Background: an optimization exercise with open tools, aiming at small area, a short achievable clock period and few clock cycles per item. Do not read the settings as production practice.
The RTL was checked by simulation tests, not by an equivalence proof against the original design.
Power figures rest on the tool's default switching activity, not on a simulated workload.

==> inputs of build 89 <==
==> flow/design.v <==
package stt_pkg;
  localparam int unsigned LineBits   = 16;
  localparam int unsigned ColBits    = 16;
  localparam int unsigned OffsetBits = 32;
  localparam int unsigned LengthBits = 16;
  localparam int unsigned KindBits   = 5;
  typedef logic [LineBits-1:0]   line_t;
  typedef logic [ColBits-1:0]    col_t;
  typedef logic [OffsetBits-1:0] offset_t;
  typedef logic [LengthBits-1:0] length_t;
  localparam logic [7:0] ChNul   = 8'h00;
  localparam logic [7:0] ChTab   = 8'h09;
  localparam logic [7:0] ChLf    = 8'h0A;
  localparam logic [7:0] ChCr    = 8'h0D;
  localparam logic [7:0] ChSpace = 8'h20;
  localparam logic [7:0] ChBang  = 8'h21;
  localparam logic [7:0] ChDot   = 8'h2E;
  localparam logic [7:0] ChEq    = 8'h3D;
  localparam logic [7:0] ChUnder = 8'h5F;
  typedef enum logic [KindBits-1:0] {
    TK_ILLEGAL  = 5'd0,
    TK_EOF      = 5'd1,
    TK_IDENT    = 5'd2,
    TK_INT      = 5'd3,
    TK_DOUBLE   = 5'd4,
    TK_ASSIGN   = 5'd5,
    TK_EQ       = 5'd6,
    TK_BANG     = 5'd7,
    TK_NOT_EQ   = 5'd8,
    TK_PLUS     = 5'd9,
    TK_MINUS    = 5'd10,
    TK_ASTERISK = 5'd11,
    TK_SLASH    = 5'd12,
    TK_MODULO   = 5'd13,
    TK_SEMI     = 5'd14,
    TK_LPAREN   = 5'd15,
    TK_RPAREN   = 5'd16,
    TK_COMMA    = 5'd17,
    TK_LBRACE   = 5'd18,
    TK_RBRACE   = 5'd19,
    TK_LT       = 5'd20,
    TK_GT       = 5'd21
  } token_kind_e;
  typedef enum logic [2:0] {
    MODE_IDLE   = 3'd0,
    MODE_IDENT  = 3'd1,
    MODE_NUM    = 3'd2,
    MODE_NUMDOT = 3'd3,
    MODE_EQ     = 3'd4,
    MODE_BANG   = 3'd5
  } scan_mode_e;
  typedef struct packed {
    token_kind_e kind;
    line_t       line;
    col_t        col;
    offset_t     offset;
    length_t     len;
    logic        last;
  } tok_t;
  function automatic logic is_alpha(input logic [7:0] c);
    is_alpha = ((c >= 8'h61 && c <= 8'h7A) || (c >= 8'h41 && c <= 8'h5A) || (c == stt_pkg::ChUnder));
  endfunction
  function automatic logic is_digit(input logic [7:0] c);
    is_digit = (c >= 8'h30 && c <= 8'h39);
  endfunction
  function automatic logic is_space(input logic [7:0] c);
    is_space = ((c == stt_pkg::ChSpace) || (c == stt_pkg::ChTab) || (c == stt_pkg::ChLf) || (c == stt_pkg::ChCr));
  endfunction
  function automatic token_kind_e single_kind(input logic [7:0] c);
    token_kind_e k;
    unique case (c)
      8'h2B:   k = stt_pkg::TK_PLUS;
      8'h2D:   k = stt_pkg::TK_MINUS;
      8'h2A:   k = stt_pkg::TK_ASTERISK;
      8'h2F:   k = stt_pkg::TK_SLASH;
      8'h25:   k = stt_pkg::TK_MODULO;
      8'h3B:   k = stt_pkg::TK_SEMI;
      8'h28:   k = stt_pkg::TK_LPAREN;
      8'h29:   k = stt_pkg::TK_RPAREN;
      8'h2C:   k = stt_pkg::TK_COMMA;
      8'h7B:   k = stt_pkg::TK_LBRACE;
      8'h7D:   k = stt_pkg::TK_RBRACE;
      8'h3C:   k = stt_pkg::TK_LT;
      8'h3E:   k = stt_pkg::TK_GT;
      default: k = stt_pkg::TK_ILLEGAL;
    endcase
    single_kind = k;
  endfunction
  localparam int unsigned TokBits = KindBits + LineBits + ColBits + OffsetBits + LengthBits + 1;
  function automatic logic [TokBits-1:0] mk_tok(input token_kind_e kind, input line_t line,
                                                input col_t col, input offset_t offset,
                                                input length_t len);
    mk_tok = {kind, line, col, offset, len, 1'b0};
  endfunction
endpackage
module source_text_tokenizer (
  input  logic                             clk_i,
  input  logic                             rst_ni,
  input  logic                             txt_valid_i,
  output logic                             txt_ready_o,
  input  logic [7:0]                       txt_char_i,
  input  logic                             txt_end_i,
  output logic                             tok_valid_o,
  input  logic                             tok_ready_i,
  output logic [stt_pkg::KindBits-1:0]     tok_kind_o,
  output logic [stt_pkg::LineBits-1:0]     tok_line_o,
  output logic [stt_pkg::ColBits-1:0]      tok_col_o,
  output logic [stt_pkg::OffsetBits-1:0]   tok_offset_o,
  output logic [stt_pkg::LengthBits-1:0]   tok_length_o,
  output logic                             tok_last_o
);
  typedef struct packed {
    logic       e;
    logic       al;
    logic       dg;
    logic       dt;
    logic       eq;
    logic       bg;
    logic       lf;
    logic       sg;
    logic [4:0] sk;
  } cls_t;
  typedef struct packed {
    logic id;
    logic num;
    logic dot;    
    logic op;     
  } mode_t;
  typedef struct packed {
    logic       v;       
    logic       sa;      
    logic       sp;      
    logic       sb;      
    logic       last;
    logic       fin;     
    logic       stp;     
    logic       lrun;    
    logic [1:0] lsm;     
    logic [4:0] kind;
  } pres_t;
  function automatic cls_t classify(input logic [7:0] c, input logic end_i);
    cls_t r;
    logic e;
    e    = end_i || (c == stt_pkg::ChNul);
    r.e  = e;
    r.al = !e && stt_pkg::is_alpha(c);
    r.dg = !e && stt_pkg::is_digit(c);
    r.dt = !e && (c == stt_pkg::ChDot);
    r.eq = !e && (c == stt_pkg::ChEq);
    r.bg = !e && (c == stt_pkg::ChBang);
    r.lf = !e && (c == stt_pkg::ChLf);
    r.sg = !e && !stt_pkg::is_alpha(c) && !stt_pkg::is_digit(c) && !stt_pkg::is_space(c) &&
           (c != stt_pkg::ChEq) && (c != stt_pkg::ChBang);
    r.sk = stt_pkg::single_kind(c);
    classify = r;
  endfunction
  function automatic pres_t present(input cls_t x, input logic vld, input mode_t m,
                                    input logic bang, input logic seen, input logic ph);
    pres_t r;
    logic hold_dot, a_ex, c_ex, c_idle, special, sp_x;
    hold_dot = m.num && x.dt && !seen;
    a_ex     = (m.id && !x.al) || (m.num && !x.dg && !hold_dot) || (m.dot && !x.dg) || m.op;
    c_ex     = x.e || (x.sg && !hold_dot);
    c_idle   = x.e || x.sg;
    special  = m.dot && !x.dg;
    sp_x     = !(x.e || x.al || x.dg || x.eq || x.bg || x.sg);
    r.sa     = a_ex && !ph;
    r.sp     = !r.sa;
    r.sb     = special && ph;
    r.v      = vld && (a_ex || c_ex);
    if (r.sa) begin
      r.last = !special && !c_ex;
      r.fin  = !special && !c_ex;
      r.stp  = 1'b0;
      r.lrun = !m.op;
      r.lsm  = {x.eq, !x.eq};
      if (m.id)       r.kind = stt_pkg::TK_IDENT;
      else if (m.op)  r.kind = bang ? (x.eq ? stt_pkg::TK_NOT_EQ : stt_pkg::TK_BANG)
                                    : (x.eq ? stt_pkg::TK_EQ : stt_pkg::TK_ASSIGN);
      else            r.kind = (m.num && seen) ? stt_pkg::TK_DOUBLE : stt_pkg::TK_INT;
    end else if (r.sb) begin
      r.last = !c_idle;
      r.fin  = sp_x;
      r.stp  = !sp_x;
      r.lrun = 1'b0;
      r.lsm  = 2'd1;
      r.kind = stt_pkg::TK_ILLEGAL;
    end else begin
      r.last = 1'b1;
      r.fin  = 1'b1;
      r.stp  = 1'b0;
      r.lrun = 1'b0;
      r.lsm  = {1'b0, !x.e};
      r.kind = x.e ? stt_pkg::TK_EOF : x.sk;
    end
    present = r;
  endfunction
  logic cur_vld_q, cur_vld_d;
  cls_t cur_q, in_cls, cur_d;
  mode_t            mode_q, mode_d;
  logic             bang_q, bang_d;    
  logic             seen_q, seen_d;    
  stt_pkg::line_t   line_q, line_d;
  stt_pkg::col_t    col_q, col_d, tsc_q;
  stt_pkg::offset_t off_q, off_d, tso_q;
  stt_pkg::length_t run_q, run_d;
  logic             ph_q, ph_d;        
  logic             ctop_q, otop_q;    
  pres_t            pr_q, pr_d;
  logic hold_dot, absorbed, start;
  logic take, consume, step, cur_free, in_xfer;
  logic adv, two, lf_adv, radv;
  logic off_top, col_top, run_top, oc1, cc1, rc1;
  assign hold_dot = mode_q.num && cur_q.dt && !seen_q;
  assign absorbed = (mode_q.id && cur_q.al) || (mode_q.num && cur_q.dg) || hold_dot ||
                    (mode_q.dot && cur_q.dg) || (mode_q.op && cur_q.eq);
  assign start    = !cur_q.e && !absorbed && (cur_q.al || cur_q.dg || cur_q.eq || cur_q.bg);
  assign tok_valid_o  = pr_q.v;
  assign tok_kind_o   = pr_q.kind;
  assign tok_last_o   = pr_q.last;
  assign tok_line_o   = line_q;
  assign tok_col_o    = ({16{pr_q.sa}} & tsc_q) |
                        ({16{pr_q.sp}} & {col_q[15:1], col_q[0] || (pr_q.sb && ctop_q)});
  assign tok_offset_o = ({32{pr_q.sa}} & tso_q) |
                        ({32{pr_q.sp}} & {off_q[31:1], off_q[0] || (pr_q.sb && otop_q)});
  assign tok_length_o = pr_q.lrun ? run_q : {14'd0, pr_q.lsm};
  assign take     = pr_q.v && tok_ready_i;
  assign step     = take && pr_q.stp;
  assign consume  = (cur_vld_q && !pr_q.v) || (take && pr_q.fin);
  assign cur_free = !cur_vld_q || consume;
  assign txt_ready_o = cur_free;
  assign in_xfer     = txt_valid_i && cur_free;
  assign in_cls      = classify(txt_char_i, txt_end_i);
  assign adv    = step || (consume && !cur_q.e && !hold_dot);
  assign two    = consume && mode_q.dot;
  assign lf_adv = consume && cur_q.lf;
  assign radv   = consume && (mode_q.id || mode_q.num || mode_q.dot) && absorbed && !hold_dot;
  assign off_top = &off_q[31:1];
  assign col_top = &col_q[15:1];
  assign run_top = &run_q[15:1];
  assign oc1     = adv && !off_top && (two || off_q[0]);
  assign cc1     = adv && !col_top && (two || col_q[0]);
  assign rc1     = radv && !run_top && (mode_q.dot || run_q[0]);
  always_comb begin
    cur_vld_d = cur_vld_q;
    cur_d     = cur_q;
    if (cur_free) begin
      cur_vld_d = txt_valid_i;
      cur_d     = in_cls;
    end
    ph_d = ph_q;
    if (consume || step) begin
      ph_d = 1'b0;
    end else if (take) begin
      ph_d = 1'b1;
    end
    off_d[0] = adv ? (off_top || (off_q[0] ^ !two)) : off_q[0];
    for (int i = 1; i < 32; i++) begin
      off_d[i] = off_q[i] ^ (oc1 && (&(off_q | ~((32'd1 << i) - 32'd2))));
    end
    line_d[0] = line_q[0] ^ (lf_adv && !(&line_q));
    for (int i = 1; i < 16; i++) begin
      line_d[i] = line_q[i] ^ (lf_adv && !(&line_q) && (&(line_q | ~((16'd1 << i) - 16'd1))));
    end
    col_d[0] = lf_adv || (adv ? (col_top || (col_q[0] ^ !two)) : col_q[0]);
    for (int i = 1; i < 16; i++) begin
      col_d[i] = !lf_adv && (col_q[i] ^ (cc1 && (&(col_q | ~((16'd1 << i) - 16'd2)))));
    end
    if (consume && start) begin
      run_d = stt_pkg::length_t'(1);
    end else begin
      run_d[0] = radv ? (run_top || (run_q[0] ^ !mode_q.dot)) : run_q[0];
      for (int i = 1; i < 16; i++) begin
        run_d[i] = run_q[i] ^ (rc1 && (&(run_q | ~((16'd1 << i) - 16'd2))));
      end
    end
    mode_d = mode_q;
    bang_d = bang_q;
    seen_d = seen_q;
    if (step) begin
      mode_d.dot = 1'b0;
    end else if (consume) begin
      mode_d.id  = start ? cur_q.al : (mode_q.id && cur_q.al);
      mode_d.num = start ? cur_q.dg : (mode_q.num && cur_q.dg) || (mode_q.dot && cur_q.dg);
      mode_d.dot = hold_dot;
      mode_d.op  = start && (cur_q.eq || cur_q.bg);
      if (start) begin
        bang_d = cur_q.bg;
        seen_d = 1'b0;
      end else if (mode_q.dot && cur_q.dg) begin
        seen_d = 1'b1;
      end
    end
    pr_d = present(cur_d, cur_vld_d, mode_d, bang_d, seen_d, ph_d);
  end
  always_ff @(posedge clk_i or negedge rst_ni) begin
    if (!rst_ni) begin
      cur_vld_q <= 1'b0;
      ph_q      <= 1'b0;
      mode_q    <= '0;
      line_q    <= stt_pkg::line_t'(1);
      col_q     <= stt_pkg::col_t'(1);
      off_q     <= '0;
      pr_q.v    <= 1'b0;
    end else begin
      cur_vld_q <= cur_vld_d;
      ph_q      <= ph_d;
      mode_q    <= mode_d;
      line_q    <= line_d;
      col_q     <= col_d;
      off_q     <= off_d;
      pr_q.v    <= pr_d.v;
    end
  end
  always_ff @(posedge clk_i) begin
    cur_q  <= cur_d;
    if (consume && start) begin
      tsc_q <= col_q;
      tso_q <= off_q;
    end
    run_q  <= run_d;
    bang_q <= bang_d;
    seen_q <= seen_d;
    ctop_q <= col_top;
    otop_q <= off_top;
    {pr_q.sa, pr_q.sp, pr_q.sb, pr_q.last, pr_q.fin, pr_q.stp, pr_q.lrun, pr_q.lsm, pr_q.kind} <=
      {pr_d.sa, pr_d.sp, pr_d.sb, pr_d.last, pr_d.fin, pr_d.stp, pr_d.lrun, pr_d.lsm, pr_d.kind};
  end
endmodule
==> flow/flow/run.sh <==
#!/bin/bash
# The standard layout (standard.sh, the standard flow's own ORFS run) with these ORFS
# settings changed; make's full output goes to make.log here, each ORFS step's
# log to orfs/logs.
set -euo pipefail
export BUFFER_PORTS_ARGS="-buffer_cell sky130_fd_sc_hd__buf_1"
export SKIP_GATE_CLONING=1
bash standard.sh > make.log 2>&1
==> flow/standard.sh <==
#!/bin/bash
# synth_recipe.tcl (not shown) runs the flow's synth.tcl, then flattens the netlist and writes it again
# the make line also repeats each setting of config.mk as NAME=value (left out here)
make -C /OpenROAD-flow-scripts/flow DESIGN_CONFIG=/design/flow/config.mk WORK_HOME=/design/flow/orfs CLKGATE_MAP_FILE= SYNTH_SCRIPT=/design/flow/synth_recipe.tcl "${@:-finish}"
==> flow/config.mk <==
export PLATFORM = sky130hd
export DESIGN_NAME = source_text_tokenizer
export DESIGN_NICKNAME = source_text_tokenizer
export VERILOG_FILES = /design/flow/design.v
export SDC_FILE = /design/flow/constraint.sdc
export NUM_CORES = 4
export LEC_CHECK = 0
export CAP_MARGIN = 20
export CORE_MARGIN = 2
export CORE_UTILIZATION = 40
export CTS_BUF_LIST = sky130_fd_sc_hd__clkbuf_8
export SETUP_SLACK_MARGIN = 2.35
export SLEW_MARGIN = 20
==> flow/constraint.sdc <==
create_clock -name core_clock -period 5.0 [get_ports {clk_i}]
set_input_delay 1.0000 -clock core_clock [delete_from_list [all_inputs] [get_ports {clk_i}]]
set_output_delay 1.0000 -clock core_clock [all_outputs]
set_load 0.01 [all_outputs]
==> build 70 (differences from build 89) <==
--- a/flow/design.v
+++ b/flow/design.v
@@ -130,5 +130,4 @@
     logic       v;       
     logic       sa;      
-    logic       sp;      
     logic       sb;      
     logic       last;
@@ -166,5 +165,4 @@
     sp_x     = !(x.e || x.al || x.dg || x.eq || x.bg || x.sg);
     r.sa     = a_ex && !ph;
-    r.sp     = !r.sa;
     r.sb     = special && ph;
     r.v      = vld && (a_ex || c_ex);
@@ -196,6 +194,6 @@
     present = r;
   endfunction
-  logic cur_vld_q, cur_vld_d;
-  cls_t cur_q, in_cls, cur_d;
+  logic cur_vld_q, skd_vld_q, cur_vld_d;
+  cls_t cur_q, skd_q, in_cls, cur_d;
   mode_t            mode_q, mode_d;
   logic             bang_q, bang_d;    
@@ -220,8 +218,6 @@
   assign tok_last_o   = pr_q.last;
   assign tok_line_o   = line_q;
-  assign tok_col_o    = ({16{pr_q.sa}} & tsc_q) |
-                        ({16{pr_q.sp}} & {col_q[15:1], col_q[0] || (pr_q.sb && ctop_q)});
-  assign tok_offset_o = ({32{pr_q.sa}} & tso_q) |
-                        ({32{pr_q.sp}} & {off_q[31:1], off_q[0] || (pr_q.sb && otop_q)});
+  assign tok_col_o    = pr_q.sa ? tsc_q : {col_q[15:1], col_q[0] || (pr_q.sb && ctop_q)};
+  assign tok_offset_o = pr_q.sa ? tso_q : {off_q[31:1], off_q[0] || (pr_q.sb && otop_q)};
   assign tok_length_o = pr_q.lrun ? run_q : {14'd0, pr_q.lsm};
   assign take     = pr_q.v && tok_ready_i;
@@ -229,6 +225,6 @@
   assign consume  = (cur_vld_q && !pr_q.v) || (take && pr_q.fin);
   assign cur_free = !cur_vld_q || consume;
-  assign txt_ready_o = cur_free;
-  assign in_xfer     = txt_valid_i && cur_free;
+  assign txt_ready_o = !skd_vld_q;
+  assign in_xfer     = txt_valid_i && !skd_vld_q;
   assign in_cls      = classify(txt_char_i, txt_end_i);
   assign adv    = step || (consume && !cur_q.e && !hold_dot);
@@ -246,6 +242,6 @@
     cur_d     = cur_q;
     if (cur_free) begin
-      cur_vld_d = txt_valid_i;
-      cur_d     = in_cls;
+      cur_vld_d = skd_vld_q || in_xfer;
+      cur_d     = skd_vld_q ? skd_q : in_cls;
     end
     ph_d = ph_q;
@@ -297,4 +293,5 @@
     if (!rst_ni) begin
       cur_vld_q <= 1'b0;
+      skd_vld_q <= 1'b0;
       ph_q      <= 1'b0;
       mode_q    <= '0;
@@ -305,4 +302,5 @@
     end else begin
       cur_vld_q <= cur_vld_d;
+      skd_vld_q <= cur_free ? 1'b0 : (skd_vld_q || in_xfer);
       ph_q      <= ph_d;
       mode_q    <= mode_d;
@@ -315,4 +313,7 @@
   always_ff @(posedge clk_i) begin
     cur_q  <= cur_d;
+    if (!skd_vld_q) begin
+      skd_q <= in_cls;
+    end
     if (consume && start) begin
       tsc_q <= col_q;
@@ -324,6 +325,6 @@
     ctop_q <= col_top;
     otop_q <= off_top;
-    {pr_q.sa, pr_q.sp, pr_q.sb, pr_q.last, pr_q.fin, pr_q.stp, pr_q.lrun, pr_q.lsm, pr_q.kind} <=
-      {pr_d.sa, pr_d.sp, pr_d.sb, pr_d.last, pr_d.fin, pr_d.stp, pr_d.lrun, pr_d.lsm, pr_d.kind};
+    {pr_q.sa, pr_q.sb, pr_q.last, pr_q.fin, pr_q.stp, pr_q.lrun, pr_q.lsm, pr_q.kind} <=
+      {pr_d.sa, pr_d.sb, pr_d.last, pr_d.fin, pr_d.stp, pr_d.lrun, pr_d.lsm, pr_d.kind};
   end
 endmodule
PLACE_DENSITY = 0.8   (was unset)
SETUP_SLACK_MARGIN = 2.25   (was 2.35)
==> build 75 (differences from build 89) <==
--- a/flow/design.v
+++ b/flow/design.v
@@ -130,5 +130,4 @@
     logic       v;       
     logic       sa;      
-    logic       sp;      
     logic       sb;      
     logic       last;
@@ -166,5 +165,4 @@
     sp_x     = !(x.e || x.al || x.dg || x.eq || x.bg || x.sg);
     r.sa     = a_ex && !ph;
-    r.sp     = !r.sa;
     r.sb     = special && ph;
     r.v      = vld && (a_ex || c_ex);
@@ -196,6 +194,6 @@
     present = r;
   endfunction
-  logic cur_vld_q, cur_vld_d;
-  cls_t cur_q, in_cls, cur_d;
+  logic cur_vld_q, skd_vld_q, cur_vld_d;
+  cls_t cur_q, skd_q, in_cls, cur_d;
   mode_t            mode_q, mode_d;
   logic             bang_q, bang_d;    
@@ -220,8 +218,6 @@
   assign tok_last_o   = pr_q.last;
   assign tok_line_o   = line_q;
-  assign tok_col_o    = ({16{pr_q.sa}} & tsc_q) |
-                        ({16{pr_q.sp}} & {col_q[15:1], col_q[0] || (pr_q.sb && ctop_q)});
-  assign tok_offset_o = ({32{pr_q.sa}} & tso_q) |
-                        ({32{pr_q.sp}} & {off_q[31:1], off_q[0] || (pr_q.sb && otop_q)});
+  assign tok_col_o    = pr_q.sa ? tsc_q : {col_q[15:1], col_q[0] || (pr_q.sb && ctop_q)};
+  assign tok_offset_o = pr_q.sa ? tso_q : {off_q[31:1], off_q[0] || (pr_q.sb && otop_q)};
   assign tok_length_o = pr_q.lrun ? run_q : {14'd0, pr_q.lsm};
   assign take     = pr_q.v && tok_ready_i;
@@ -229,6 +225,6 @@
   assign consume  = (cur_vld_q && !pr_q.v) || (take && pr_q.fin);
   assign cur_free = !cur_vld_q || consume;
-  assign txt_ready_o = cur_free;
-  assign in_xfer     = txt_valid_i && cur_free;
+  assign txt_ready_o = !skd_vld_q;
+  assign in_xfer     = txt_valid_i && !skd_vld_q;
   assign in_cls      = classify(txt_char_i, txt_end_i);
   assign adv    = step || (consume && !cur_q.e && !hold_dot);
@@ -246,6 +242,6 @@
     cur_d     = cur_q;
     if (cur_free) begin
-      cur_vld_d = txt_valid_i;
-      cur_d     = in_cls;
+      cur_vld_d = skd_vld_q || in_xfer;
+      cur_d     = skd_vld_q ? skd_q : in_cls;
     end
     ph_d = ph_q;
@@ -297,4 +293,5 @@
     if (!rst_ni) begin
       cur_vld_q <= 1'b0;
+      skd_vld_q <= 1'b0;
       ph_q      <= 1'b0;
       mode_q    <= '0;
@@ -305,4 +302,5 @@
     end else begin
       cur_vld_q <= cur_vld_d;
+      skd_vld_q <= cur_free ? 1'b0 : (skd_vld_q || in_xfer);
       ph_q      <= ph_d;
       mode_q    <= mode_d;
@@ -315,4 +313,7 @@
   always_ff @(posedge clk_i) begin
     cur_q  <= cur_d;
+    if (!skd_vld_q) begin
+      skd_q <= in_cls;
+    end
     if (consume && start) begin
       tsc_q <= col_q;
@@ -324,6 +325,6 @@
     ctop_q <= col_top;
     otop_q <= off_top;
-    {pr_q.sa, pr_q.sp, pr_q.sb, pr_q.last, pr_q.fin, pr_q.stp, pr_q.lrun, pr_q.lsm, pr_q.kind} <=
-      {pr_d.sa, pr_d.sp, pr_d.sb, pr_d.last, pr_d.fin, pr_d.stp, pr_d.lrun, pr_d.lsm, pr_d.kind};
+    {pr_q.sa, pr_q.sb, pr_q.last, pr_q.fin, pr_q.stp, pr_q.lrun, pr_q.lsm, pr_q.kind} <=
+      {pr_d.sa, pr_d.sb, pr_d.last, pr_d.fin, pr_d.stp, pr_d.lrun, pr_d.lsm, pr_d.kind};
   end
 endmodule
==> flow/run.sh (new file) <==
#!/bin/bash
# synth_recipe.tcl (not shown) runs the flow's synth.tcl, then flattens the netlist and writes it again
# the make line also repeats each setting of config.mk as NAME=value (left out here)
make -C /OpenROAD-flow-scripts/flow DESIGN_CONFIG=/design/flow/config.mk WORK_HOME=/design/flow/orfs CLKGATE_MAP_FILE= SYNTH_SCRIPT=/design/flow/synth_recipe.tcl finish
CTS_BUF_LIST = unset   (was sky130_fd_sc_hd__clkbuf_8)
SETUP_SLACK_MARGIN = 3   (was 2.35)
removed: flow/flow/run.sh
removed: flow/standard.sh
==> flow_summary_export.csv <==
group,metric,value,unit
status,status,"finished clean",
synthesis,yosys.area_share.simple,17.24,%
place,placedInstanceArea,8675,um^2
pwr,combPwrFrac,32.6,%
timing,layout_min_cycle_time,2.709,ns
setup_path,reg2reg_to,"pr_q[3]",
place,pre_cts_ws,1.399,ns
clock_network,cts_setup_buffers,1,
final_layout,regArea,4443,um^2
final_layout,seq_area_share,47.40,%
synthesis,yosys.area_share.xor_xnor,7.365,%
floorplanning,die_w,146.2,um
timing,period_share,54.18,%
pwr,power.switching,1.640,mW
clock_network,cts_resized,13,
global_routing,grt_pass1_vias,5427,
timing,clock_skew,0.01909,ns
setup_path,cp_cell_sequence,"buf_16, buf_6, mux2_2, buf_1",
synthesis,synth_area,8087,um^2
place,gp_congestion,0.8547,
(the above is from build 70)
==> flow_summary_export.csv <==
group,metric,value,unit
status,status,"finished clean",
setup_path,cp_cell_sequence,"buf_4, nand2_1, and3_4, inv_8, buf_4",
place,pre_cts_ws,1.586,ns
place,gp_congestion,0.8597,
pwr,power.switching,865.6,uW
timing,layout_min_cycle_time,2.603,ns
clock_network,cts_setup_buffers,2,
clock_network,cts_resized,18,
synthesis,yosys.area_share.simple,18.29,%
global_routing,grt_pass1_vias,5345,
synthesis,synth_area,7599,um^2
pwr,combPwrFrac,15.0,%
(the above is from build 89)
==> flow_summary_export.csv <==
group,metric,value,unit
synthesis,yosys.area_share.xor_xnor,7.365,%
global_routing,grt_pass1_vias,6386,
status,status,"finished clean",
timing,period_share,52.47,%
floorplanning,die_w,146.2,um
synthesis,yosys.area_share.simple,17.24,%
final_layout,seq_area_share,35.64,%
timing,layout_min_cycle_time,2.623,ns
place,placedInstanceArea,9624,um^2
pwr,power.switching,2.041,mW
synthesis,synth_area,8087,um^2
(the above is from build 75)
Testbench counts of build 89, summed over its fixed seeds: cycles 24,838, bytes 24,017.
Testbench counts of build 70, summed over its fixed seeds: cycles 24,838, bytes 24,017.
Testbench counts of build 75, summed over its fixed seeds: cycles 24,838, bytes 24,017.

[port drivers added, routing unchanged]
The flow's constraints put no driver on any port. The routed layouts listed below were extracted and timed again, unchanged, in two steps. Step 1 (the two cells are an assumption about what drives the block):
set clk [get_ports {clk_i}]
set_driving_cell -lib_cell sky130_fd_sc_hd__clkbuf_16 $clk
set_driving_cell -lib_cell sky130_fd_sc_hd__buf_2 [delete_from_list [all_inputs] $clk]
Step 2 times the ports against the registers' clock, not the clock port: input delays grow and output delays shrink by t, the midpoint of the rising clock arrivals with the driver on. Three values: ideal ports, drivers, drivers and shift; two values: the first two.
| run | t, ns | setup WS [ns] | hold WS [ns] | worst setup path at the end | latest minus earliest clock arrival (ns) |
|---|---|---|---|---|---|
| build 89 | 0.486 | 2.397 / 2.361 / 1.982 | 0.488 / 0.488 / 0.488 | input to register | 0.013 / 0.012 |
| build 70 | 0.499 | 2.291 / 2.254 / 1.778 | 0.446 / 0.446 / 0.446 | input to register | 0.019 / 0.020 |
| build 75 | 0.476 | 2.377 / 2.331 / 1.965 | 0.446 / 0.446 / 0.446 | input to register | 0.013 / 0.013 |
After both steps every run listed still meets setup and hold. For build 70, which loses most, drivers alone change the setup slack by -0.037 ns; drivers and shift together by -0.513 ns.
